This is an optimization exercise on Yosys and OpenROAD, whose aim is small area, a short achievable clock period and few clock cycles, not a production implementation.
Function was checked by simulation only, so behaviour that the tests miss may differ from the original.
Power and IR drop assume default switching activity.

--- design/flow/design.v ---
`timescale 1ns/1ps
package char_draw_pkg;
    localparam int GLYPH_COLS = 5;
    localparam int GLYPH_ROWS = 9;
    localparam int BOX_COLS = GLYPH_COLS + 1;
    localparam int BOX_ROWS = GLYPH_ROWS + 1;
    typedef logic [9:0]  pixel_x_t;       
    typedef logic [8:0]  pixel_y_t;       
    typedef logic [18:0] vga_addr_t;      
    typedef logic [7:0]  color_id_t;      
    typedef logic [7:0]  char_code_t;
    typedef logic [3:0]  glyph_size_t;    
    typedef logic [GLYPH_COLS-1:0] glyph_row_t;
    typedef logic [GLYPH_ROWS*GLYPH_COLS-1:0] glyph_bitmap_t;
    typedef enum logic [1:0] {
        MODE_PLACE    = 2'd0,    
        MODE_STYLE    = 2'd1,    
        MODE_FULL     = 2'd2,
        MODE_FULL_ALT = 2'd3
    } cmd_mode_e;
endpackage
`timescale 1ns/1ps
`timescale 1ns/1ps
module glyph_enc (
    input  logic [7:0] char_code,
    output logic [4:0] gidx
);
    always_comb begin
        case (char_code)
            8'h30: gidx = 5'd0;
            8'h31: gidx = 5'd1;
            8'h32: gidx = 5'd2;
            8'h33: gidx = 5'd3;
            8'h34: gidx = 5'd4;
            8'h35: gidx = 5'd5;
            8'h36: gidx = 5'd6;
            8'h37: gidx = 5'd7;
            8'h38: gidx = 5'd8;
            8'h39: gidx = 5'd9;
            8'h3A: gidx = 5'd10;
            8'h41: gidx = 5'd11;
            8'h43: gidx = 5'd12;
            8'h44: gidx = 5'd13;
            8'h45: gidx = 5'd14;
            8'h47: gidx = 5'd15;
            8'h49: gidx = 5'd16;
            8'h4B: gidx = 5'd17;
            8'h4C: gidx = 5'd18;
            8'h4D: gidx = 5'd19;
            8'h4E: gidx = 5'd20;
            8'h4F: gidx = 5'd0;
            8'h50: gidx = 5'd21;
            8'h52: gidx = 5'd22;
            8'h53: gidx = 5'd23;
            8'h54: gidx = 5'd24;
            8'h56: gidx = 5'd25;
            8'h59: gidx = 5'd26;
            default: gidx = 5'd27;   
        endcase
    end
endmodule
module glyph_rom (
    input  logic [4:0] gidx,
    input  logic [3:0] row,
    output logic [4:0] bits
);
    logic [44:0] bitmap;
    always_comb begin
        case (gidx)
            5'd0: bitmap = 45'b01110_10001_10001_10001_10001_10001_10001_10001_01110;
            5'd1: bitmap = 45'b00100_01100_00100_00100_00100_00100_00100_00100_01110;
            5'd2: bitmap = 45'b01110_10001_10001_00001_00010_00100_01000_10000_11111;
            5'd3: bitmap = 45'b01110_10001_10001_00001_00110_00001_10001_10001_01110;
            5'd4: bitmap = 45'b00010_00110_00110_01010_01010_10010_11111_00010_00010;
            5'd5: bitmap = 45'b11111_10000_10000_11110_10001_00001_00001_10001_01110;
            5'd6: bitmap = 45'b00110_01000_10000_11110_10001_10001_10001_10001_01110;
            5'd7: bitmap = 45'b11111_10001_00001_00010_00010_00010_00100_00100_00100;
            5'd8: bitmap = 45'b01110_10001_10001_10001_01110_10001_10001_10001_01110;
            5'd9: bitmap = 45'b01110_10001_10001_10001_01111_00001_00001_00010_01100;
            5'd10: bitmap = 45'b00000_00000_00100_00000_00000_00000_00000_00100_00000;
            5'd11: bitmap = 45'b00100_01010_10001_10001_11111_10001_10001_10001_10001;
            5'd12: bitmap = 45'b01110_10001_10000_10000_10000_10000_10000_10001_01110;
            5'd13: bitmap = 45'b11110_10001_10001_10001_10001_10001_10001_10001_11110;
            5'd14: bitmap = 45'b11111_10000_10000_10000_11111_10000_10000_10000_11111;
            5'd15: bitmap = 45'b01110_10001_10000_10000_10000_10111_10001_10011_01101;
            5'd16: bitmap = 45'b01110_00100_00100_00100_00100_00100_00100_00100_01110;
            5'd17: bitmap = 45'b10001_10010_10100_11000_11000_10100_10010_10001_10001;
            5'd18: bitmap = 45'b10000_10000_10000_10000_10000_10000_10000_10000_11111;
            5'd19: bitmap = 45'b10001_11011_10101_10001_10001_10001_10001_10001_10001;
            5'd20: bitmap = 45'b10001_11001_10101_10011_10001_10001_10001_10001_10001;
            5'd21: bitmap = 45'b11110_10001_10001_10001_11110_10000_10000_10000_10000;
            5'd22: bitmap = 45'b11110_10001_10001_10001_11110_10100_10010_10001_10001;
            5'd23: bitmap = 45'b01110_10001_10000_11000_01110_00011_00001_10001_01110;
            5'd24: bitmap = 45'b11111_00100_00100_00100_00100_00100_00100_00100_00100;
            5'd25: bitmap = 45'b10001_10001_10001_10001_10001_10001_10001_01010_00100;
            5'd26: bitmap = 45'b10001_10001_01010_01010_00100_00100_00100_00100_00100;
            5'd27: bitmap = 45'b00000_00000_00000_00000_00000_00000_00000_00000_01111;
            default: bitmap = 45'd0;
        endcase
        case (row)
            4'd1: bits = bitmap[44:40];
            4'd2: bits = bitmap[39:35];
            4'd3: bits = bitmap[34:30];
            4'd4: bits = bitmap[29:25];
            4'd5: bits = bitmap[24:20];
            4'd6: bits = bitmap[19:15];
            4'd7: bits = bitmap[14:10];
            4'd8: bits = bitmap[9:5];
            4'd9: bits = bitmap[4:0];
            default: bits = 5'b00000;
        endcase
    end
endmodule
`timescale 1ns/1ps
`timescale 1ns/1ps
`timescale 1ns/1ps
`timescale 1ns/1ps
module char_draw_top #(
    parameter int SCREEN_W = 640,
    parameter int SCREEN_H = 480
) (
    input  logic                       clk,
    input  logic                       rst,
    input  char_draw_pkg::pixel_x_t    x,
    input  char_draw_pkg::pixel_y_t    y,
    input  char_draw_pkg::char_code_t  code,
    input  char_draw_pkg::glyph_size_t size,
    input  logic [1:0]                 mode,
    input  char_draw_pkg::color_id_t   idata_fg,
    input  char_draw_pkg::color_id_t   idata_bg,
    input  logic                       idata_vld,
    output logic                       odone,
    output char_draw_pkg::vga_addr_t   oaddr,
    output char_draw_pkg::color_id_t   odata,
    output logic                       owren
);
    char_draw_pkg::pixel_x_t      origin_x;
    char_draw_pkg::pixel_y_t      origin_y;
    char_draw_pkg::char_code_t    char_code;
    char_draw_pkg::glyph_size_t   glyph_size;
    char_draw_pkg::color_id_t     fg_color;
    char_draw_pkg::color_id_t     bg_color;
    logic        busy;        
    localparam int IW = 4;   
    localparam int IN = 3;   
    logic [IN-1:0] init;      
    logic [1:0]  nb_cy;       
    logic [11:0] base_a;      
    logic [11:0] base_b;      
    logic [11:0] base_c;      
    logic [4:0]  gidx;        
    logic [4:0]  gidx_d;
    logic        scan_vld;    
    logic [11:0] nb_hi;       
    logic [3:0]  sx;          
    logic [2:0]  col;         
    logic [3:0]  sy;          
    logic [3:0]  rrow;        
    logic [4:0]  gbits;       
    logic        s_rowstart;  
    logic        s_bit;       
    logic [4:0]  rom_bits;
    logic        accept;
    logic        row_end;
    logic        last_pix;
    assign accept   = idata_vld && !busy;
    logic [IW+1:0] chunk_sum [IN];
    logic [1:0]    cy_sel;
    always_comb begin
        cy_sel = 2'd0;
        for (int k = 0; k < IN; k++) begin
            chunk_sum[k] = (IW+2)'(base_a[IW*k +: IW]) + (IW+2)'(base_b[IW*k +: IW])
                         + (IW+2)'(base_c[IW*k +: IW]) + (IW+2)'(k == 0 ? 2'd0 : nb_cy);
            cy_sel = cy_sel | (init[k] ? chunk_sum[k][IW+1:IW] : 2'd0);
        end
    end
    assign base_a   = {1'b0, origin_y, 2'b00};
    assign base_b   = {3'b000, origin_y};
    assign base_c   = {9'd0, origin_x[9:7]};
    assign row_end  = (col == 3'd5) && (sx == 4'd0);
    assign last_pix = row_end && (sy == 4'd0) && (rrow == 4'd10);
    always_ff @(posedge clk) begin
        if (rst) begin
            origin_x  <= '0;
            origin_y  <= '0;
            char_code <= '0;
        end else if (accept && mode != 2'd1) begin
            origin_x  <= x;
            origin_y  <= y;
            char_code <= code;
        end
    end
    always_ff @(posedge clk) begin
        if (!busy) begin
            glyph_size <= size;
            fg_color   <= idata_fg;
            bg_color   <= idata_bg;
        end
    end
    always_ff @(posedge clk) begin
        if (rst) begin
            busy     <= 1'b0;
            init     <= '0;
            scan_vld <= 1'b0;
            owren    <= 1'b0;
            odone    <= 1'b0;
        end else begin
            init  <= {init[IN-2:0], accept && mode != 2'd0};
            owren <= scan_vld;
            odone <= scan_vld && last_pix;
            if (accept && mode != 2'd0)
                busy <= 1'b1;
            else if (scan_vld && last_pix)
                busy <= 1'b0;
            if (init[IN-1])
                scan_vld <= 1'b1;
            else if (last_pix)
                scan_vld <= 1'b0;
        end
    end
    glyph_enc u_glyph_enc (
        .char_code (char_code),
        .gidx      (gidx_d)
    );
    glyph_rom u_glyph_rom (
        .gidx (gidx),
        .row  (rrow),
        .bits (rom_bits)
    );
    always_ff @(posedge clk) begin
        gidx <= gidx_d;
    end
    always_ff @(posedge clk) begin
        if (init[IN-1]) begin
            sx         <= glyph_size;
            col        <= 3'd0;
            sy         <= glyph_size;
            rrow       <= 4'd0;
            gbits      <= 5'd0;
            s_rowstart <= 1'b1;
            s_bit      <= 1'b0;
        end else begin
            gbits      <= rom_bits;
            s_rowstart <= row_end;
            if (sx == 4'd0) begin
                sx <= glyph_size;
                if (row_end) begin
                    col   <= 3'd0;
                    s_bit <= 1'b0;
                    if (sy == 4'd0) begin
                        sy <= glyph_size;
                    end else begin
                        sy <= sy - 4'd1;
                    end
                end else begin
                    col   <= col + 3'd1;
                    s_bit <= gbits[3'd4 - col];
                    if (col == 3'd4 && sy == 4'd0)
                        rrow <= rrow + 4'd1;
                end
            end else begin
                sx <= sx - 4'd1;
            end
        end
    end
    always_ff @(posedge clk) begin
        nb_cy <= cy_sel;
        for (int k = 0; k < IN; k++) begin
            if (init[k])
                nb_hi[IW*k +: IW] <= chunk_sum[k][IW-1:0];
        end
        if (scan_vld && s_rowstart)
            nb_hi <= nb_hi + 12'd5;
        if (s_rowstart)
            oaddr <= {nb_hi, origin_x[6:0]};
        else
            oaddr <= oaddr + 19'd1;
        odata <= s_bit ? fg_color : bg_color;
    end
endmodule
--- design/flow/flow/run.sh ---
#!/bin/bash
# The standard layout with two changes: plain buffers on the ports in place of the
# delay-cell buffers buffer_ports picks by default, and no second timing repair after
# global routing (the repair after clock tree synthesis already meets the margin).
# Each tool's output goes to the ORFS logs under orfs/logs/; make's own output goes
# to make_finish.log here.
set -euo pipefail
export BUFFER_PORTS_ARGS="-buffer_cell sky130_fd_sc_hd__buf_1"
export SKIP_INCREMENTAL_REPAIR=1
bash standard.sh finish > make_finish.log 2>&1
--- design/flow/standard.sh ---
#!/bin/bash
# synth_recipe.tcl (not shown) runs the flow's synth.tcl, then flattens the netlist and writes it again
# the make line also repeats each setting of config.mk as NAME=value (left out here)
make -C /OpenROAD-flow-scripts/flow DESIGN_CONFIG=/design/flow/config.mk WORK_HOME=/design/flow/orfs CLKGATE_MAP_FILE= SYNTH_SCRIPT=/design/flow/synth_recipe.tcl "${@:-finish}"
--- design/flow/config.mk ---
export PLATFORM = sky130hd
export DESIGN_NAME = char_draw_top
export DESIGN_NICKNAME = char_draw_top
export VERILOG_FILES = /design/flow/design.v
export SDC_FILE = /design/flow/constraint.sdc
export NUM_CORES = 4
export LEC_CHECK = 0
export ABC_AREA = 1
export CAP_MARGIN = 20
export CORE_MARGIN = 2
export CORE_UTILIZATION = 40
export CTS_BUF_LIST = sky130_fd_sc_hd__clkbuf_4 sky130_fd_sc_hd__clkbuf_8
export SETUP_SLACK_MARGIN = 3.0
export SLEW_MARGIN = 20
export SYNTH_MEMORY_MAX_BITS = 16384
--- design/flow/constraint.sdc ---
create_clock -name core_clock -period 5.0 [get_ports {clk}]
set_input_delay 1.0000 -clock core_clock [delete_from_list [all_inputs] [get_ports {clk}]]
set_output_delay 1.0000 -clock core_clock [all_outputs]
set_load 0.01 [all_outputs]
==> summary.txt, run 1 <==
Initial DRC Count: 587
initial core utilization: 40.8%
clock share of power: 28.3%
Final WS setup: 2.88 ns
area of the multi-input gates: 0.00368 mm2
Critical Path AT: 2.47 ns
Buf+Inv Stages, Crit Path: 2
worst-path cell chain: inv_2, nor2_1, nand2_1, nand2_1, inv_1, o21ai_0, nand3_1, nand2_1, nor2_1, a21oi_1
sequential group share of total power: 43.9%
initial antenna violation count: 1
Setup TNS: 0 ns
WL final: 18.3 mm
via count: 6549
P&R area growth vs syn: 14.6%
leading cell type by number of instances after synthesis: nand2_1
synthesized area: 0.00703 mm2
switching part of the total: 35.8%
vias in the first global route: 6126
Net Count, Synth: 1080
worst relative slew slack: 53.9%
worst slew pin tran: 0.691 ns
num rows: 48
Layout Nets: 1163
final slew viol count: 0
Antenna Nets Post-Route: 0
share of cells above drive strength 1: 8.69%
CTS Buf Count: 17
number of placed I/O pins: 81
Cell Area, Placed: 0.00749 mm2
fin area: 0.00805 mm2
DRT Pass-1 Iters: 7
Non-Filler Instances: 1308
htree depth: 4
Die Width: 137 um
largest cells by area after synthesis: dfxtp_1, edfxtp_1, nand2_1, o21ai_0, nor2_1
Clock Path Buffers: 2
clock latency on the worst-skew pair: 0.44 ns
fill cell total of the finished layout: 1809
largest area contributor in the netlist: dfxtp_1
Max Freq: 472 MHz
CP Launch Type: flop
post-synthesis cell type count: 39
die area: 0.0187 mm2
TritonCTS clock tree: yes
number of synthesized flops with an enable pin: 36
Power per Cell Area: 399 mW/mm2
largest net degree at the start of global routing: 34
area share of the largest cell type after synthesis: 24.5%
worst min path class: flop to flop
sequential cell area: 0.00283 mm2
Int Pwr: 2.06 mW
drt wl/cell: 14.0 um
drt via density: 5.01
synth warn: 4
Avg Cell Area, Syn: 7.13 um2
# hold bufs at CTS: 0
port buffer count: 80
logic gate share of total power: 27.7%
DR DRC count: 0
first-pass GRT wire length: 29.7 mm
global route overflow: 0
CP required: 5.35 ns
max cap viols: 0
post-cts resize count: 39
post-synthesis sequential area ratio: 39.9%
Setup crit end kind: flop
Synth top cells by count: nand2_1, nor2_1, inv_1
root buf cell: clkbuf_8
core area: 0.0172 mm2
Die Ht: 137 um
clock transition at the registers of the reported paths: 0.07 ns
Max FO, Critical Path: 33
Tot GR Track Use: 20.4%
TritonCTS Sinks: 122
Crit path top cell by count: nand2_1
final period utilization: 42.4%
GPL Wtd Cong: 0.963
maximum VDD drop: 0.222 mV
NetSw: 1.15 mW
Yosys reg bits: 122
Post-CTS Setup Bufs: 9
Top FF cell, synth: dfxtp_1
Crit path largest cell delay: 0.64 ns
Critical-path top delay cell: dfxtp_2
asr flop ratio synth: 0%
final setup violation count: 0
Lkg Pwr: 3.60 nW
status: no timing/DRC/antenna violations
CP top delay family: simple AND/OR/NAND/NOR gates
placed cells: 1264
final core occ: 46.7%
crit path kind: flop to flop
skew final: 0.0145 ns
Post-Place Setup Slack: 1.92 ns
minimum clock period: 2.12 ns
final hold violation count: 0
post-DP HPWL: 13.4 mm
Cells after Synth: 986
kinds of logic (layout without fill, tap and decap cells):
| logic type | Yosys count | after routing | share of synthesized area (%) |
|---|---|---|---|
| flip-flops | 122 | 122 | 39.9 |
| AO/OA/AOI/OAI | 167 | 167 | 12.7 |
| adder cells (fa/ha/maj) | 42 | 42 | 8.22 |
| XOR/XNOR | 17 | 17 | 2.12 |
| AND/OR/NAND/NOR | 495 | 495 | 28.9 |
| buffers and inverters | 142 | 238 | 7.96 |
| multiplexers | 1 | 1 | 0.160 |
| other | 0 | 1 | 0 |
power groups by stage:
stage,sequential [mW],clock [mW],combinational [mW]
2_1_floorplan,1.42,0,0.595
3_3_place_gp,1.42,0,0.856
3_5_place_dp,1.42,0,0.862
4_1_cts,1.41,0.925,0.893
5_1_grt,1.44,0.972,1.03
6_report,1.41,0.910,0.891
final cells by class:
class | count | area share, %
antenna | 1 | 0.0311
clock buffer | 17 | 2.91
clock inverter | 15 | 2.19
inverter | 113 | 5.41
multi-input combinational | 722 | 45.7
sequential | 122 | 35.2
tap | 225 | 3.50
timing repair buffer | 91 | 4.86
timing repair inverter | 2 | 0.186
stage by stage:
step                hold slack [ns]  total power, mW
finish                        0.421             3.21
global route                  0.436             3.45
CTS                           0.419             3.23
detailed placement            0.415             2.28
global placement              0.410             2.28
floorplan                     0.389             2.01
cells in the final DEF (no fill, tap or decap), types with 12 or more instances in the layout:
cell type / n
clkbuf_8: 17
a21oi_1: 41
buf_1: 73
dfxtp_1: 67
xor2_1: 12
inv_1: 104
o21ai_0: 98
nor2_1: 120
nand2_1: 266
ha_1: 35
dfxtp_2: 16
edfxtp_1: 36
nand3_1: 76
flip-flops by register name, indices dropped and copies added (netlist names), 5 cells and up:
register   flops
bg_color       8
char_code      8
fg_color       8
gbits          5
gidx           5
nb_hi         12
oaddr         19
odata          8
origin_x      10
origin_y       9
final timing paths:
kind / start / end / slack, ns / cells past startpoint
hold / removal: char_code[7] / gidx[2] / 0.42 / 1
hold reg to reg: char_code[7] / gidx[2] / 0.42 / 1
setup reg to reg: gidx[3] / gbits[0] / 2.88 / 10
setup / recovery: gidx[3] / gbits[0] / 2.88 / 10
routing by layer:
metal,share of wire (%),routed length (um),global-route usage [%],vias to the layer above
li1,-,-,-,3374
met1,46,8450,27.2,2928
met2,45,8310,32.1,208
met3,5.4,990,4.63,39
met4,3.1,566,8.22,0
met5,0,0,0,-
Testbench counts, summed over its fixed seeds: cycles 175,420.
==> inputs of run 2 (changes only) <==
==> design/flow/flow/run.sh (replaced) <==
#!/bin/bash
# The standard layout, with plain buffers on the ports in place of the delay-cell
# buffers buffer_ports picks by default. Each tool's output goes to the ORFS logs
# under orfs/logs/; make's own output goes to make_finish.log here.
set -euo pipefail
export BUFFER_PORTS_ARGS="-buffer_cell sky130_fd_sc_hd__buf_1"
bash standard.sh finish > make_finish.log 2>&1
==> run 2 against run 1 <==
Effect of this change: still clean; first-iteration DRC count is 7.2% lower; critical path depth is 2 lower; final area is 1.5% higher; worst hold slack worse by 0.0013 ns; setup slack better by 0.17 ns; total power is 1.7% higher; critical endpoint is now nb_hi[7].
==> summary.txt, run 2 <==
largest area contributor in the netlist: dfxtp_1
crit path kind: flop to flop
crit path launch: origin_y[3]
Tot GR Track Use: 20.4%
post-synthesis cell type count: 39
Max FO, Critical Path: 3
clock latency on the worst-skew pair: 0.44 ns
Setup crit end kind: flop
global route overflow: 0
max cap viols: 0
r2r setup slk: 3.05 ns
Worst Setup EP: nb_hi[7]
Top FF cell, synth: dfxtp_1
final hold slack: 0.420 ns
Layout Nets: 1165
Synth top cells by count: nand2_1, nor2_1, inv_1
drt via density: 5.03
synth warn: 4
area share of the largest cell type after synthesis: 24.5%
GPL Wtd Cong: 0.963
Lkg Pwr: 3.65 nW
largest cells by area after synthesis: dfxtp_1, edfxtp_1, nand2_1, o21ai_0, nor2_1
port buffer count: 80
status: no timing/DRC/antenna violations
Largest register FFs: 19
CP required: 5.20 ns
htree depth: 4
RSZ-0062 raised after global routing: yes
initial antenna violation count: 1
Avg Cell Area, Syn: 7.13 um2
DRT Pass-1 Iters: 6
final period utilization: 39.1%
Antenna Nets Post-Route: 0
Reg2Reg Depth: 8
final hold violation count: 0
Net Count, Synth: 1080
fin area: 0.00817 mm2
worst min path class: flop to flop
WL final: 18.5 mm
number of synthesized flops with an enable pin: 36
Setup TNS: 0 ns
first-pass GRT wire length: 29.7 mm
register with the most flip-flops: oaddr
Critical Path AT: 2.15 ns
final setup violation count: 0
Power per Cell Area: 400 mW/mm2
Die Width: 137 um
final slew viol count: 0
DR DRC count: 0
worst relative slew slack: 54.3%
Clock Path Buffers: 2
asr flop ratio synth: 0%
CTS Buf Count: 17
TritonCTS clock tree: yes
initial core utilization: 40.8%
post-DP HPWL: 13.4 mm
Cell Area, Placed: 0.00749 mm2
minimum clock period: 1.95 ns
worst slew pin tran: 0.685 ns
post-synthesis sequential area ratio: 39.9%
RR Startpoint: origin_y[3]
largest net degree at the start of global routing: 34
clock transition at the registers of the reported paths: 0.07 ns
Cells after Synth: 986
commonest non-fill, non-tap cell in the layout: nand2_1
RR Endpoint: nb_hi[7]
TritonCTS Sinks: 122
P&R area growth vs syn: 16.2%
commonest cells after routing, fill and taps aside: nand2_1, nor2_1, inv_1, o21ai_0, nand3_1
vias in the first global route: 6126
Initial DRC Count: 545
placed cells: 1264
CP Launch Type: flop
Die Ht: 137 um
share of cells above drive strength 1: 12.3%
num rows: 48
leading cell type by number of instances after synthesis: nand2_1
drt wl/cell: 14.1 um
Regs by FF count: oaddr: 19 flops, nb_hi: 12 flops, origin_x: 10 flops
number of placed I/O pins: 81
fill cell total of the finished layout: 1801
via count: 6588
die area: 0.0187 mm2
skew final: 0.0108 ns
PnR Total Power: 3.26 mW
root buf cell: clkbuf_8
Non-Filler Instances: 1310
Max Freq: 512 MHz
Yosys reg bits: 122
maximum VDD drop: 0.231 mV
synthesized area: 0.00703 mm2
core area: 0.0172 mm2
-- run 2: metrics by stage --
step / worst slack, ns / util (%)
after floorplan: 3.09 / -
final: 3.05 / 47.4
after CTS: 3.00 / 46.7
after detailed placement: 1.92 / 43.5
after global routing: 2.96 / 47.4
after global placement: 2.04 / 43.5
-- run 2: worst min-delay path by stage --
stage / slack, ns / end / cells past startpoint / from
2_1_floorplan: 0.39 / gidx[2] / 1 / char_code[7]
3_3_place_gp: 0.41 / gidx[2] / 1 / char_code[7]
3_5_place_dp: 0.41 / gidx[2] / 1 / char_code[7]
4_1_cts: 0.42 / gidx[2] / 1 / char_code[7]
5_1_grt: 0.43 / gidx[2] / 1 / char_code[7]
6_report: 0.42 / gidx[2] / 1 / char_code[7]
-- run 2: layout make-up --
class	count	area, um2	share of cell area, %
tap	225	282	3.45
multi-input combinational	722	3720	45.6
antenna	1	2.50	0.0306
timing repair buffer	92	422	5.16
clock buffer	17	234	2.86
clock inverter	15	176	2.16
sequential	122	2870	35.1
inverter	113	443	5.42
timing repair inverter	3	20.0	0.245
-- run 2: logic make-up after synthesis --
logic type,synth area share (%)
buffers and inverters,7.96
adder cells (fa/ha/maj),8.22
multiplexers,0.160
XOR/XNOR,2.12
AND/OR/NAND/NOR,28.9
AO/OA/AOI/OAI,12.7
flip-flops,39.9
-- run 2: what timing repair did --
action	in CTS	in global routing
setup buffers	9	1
setup endpoints to repair	48	48
pin swaps	0	1
resized for setup	39	56
gates cloned	2	1
hold buffers	0	0
-- run 2: critical path, stage by stage, from the launching register on --
cell and delay, ns:
dfxtp_2 0.33, fa_1 0.53, ha_1 0.16, inv_2 0.05, fa_2 0.33, inv_2 0.08, a21oi_1 0.06, o21ai_1 0.11
o21ai_1 0.08
-- run 2: where the power goes --
group	leakage [nW]	switching [mW]	internal, mW
combinational	2.37	0.568	0.353
sequential	1.07	0.177	1.26
clock	0.203	0.415	0.492
total	3.65	1.16	2.10
-- run 2: per-layer routing --
layer  track usage, %  share of wire [%]  vias up
met5                0                  0        -
met4             8.22                3.0        0
met3             4.63                5.7       41
met2             32.1                 46      224
met1             27.2                 45     2947
li1                 -                  -     3376

## afterwards: timing with drivers on the ports
How much do the figures lean on ideal ports? The routed layouts below were timed once more, with nothing changed but the port constraints.
Step 1 sets driving cells, clkbuf_16 on the clock port and buf_2 on the other inputs (assumed; they add their load-dependent delay and slew).
Step 2 times the ports against the registers' clock, not the clock port: input delays grow and output delays shrink by t, the midpoint of the rising clock arrivals with the driver on.
a / b / c = no drivers / after step 1 / after step 2; a / b = the first two.
run | t, ns | setup slack, ns | hold WS [ns] | worst setup path after step 2
run 1 | 0.475 | 2.882 / 2.882 / 2.754 | 0.421 / 0.421 / 0.421 | input to register
run 2 | 0.474 | 3.047 / 3.013 / 2.771 | 0.420 / 0.420 / 0.420 | input to register
After both steps every run listed still meets setup and hold. The setup slack of run 2, which loses most, moves by -0.034 ns with the drivers and by -0.276 ns with both steps.
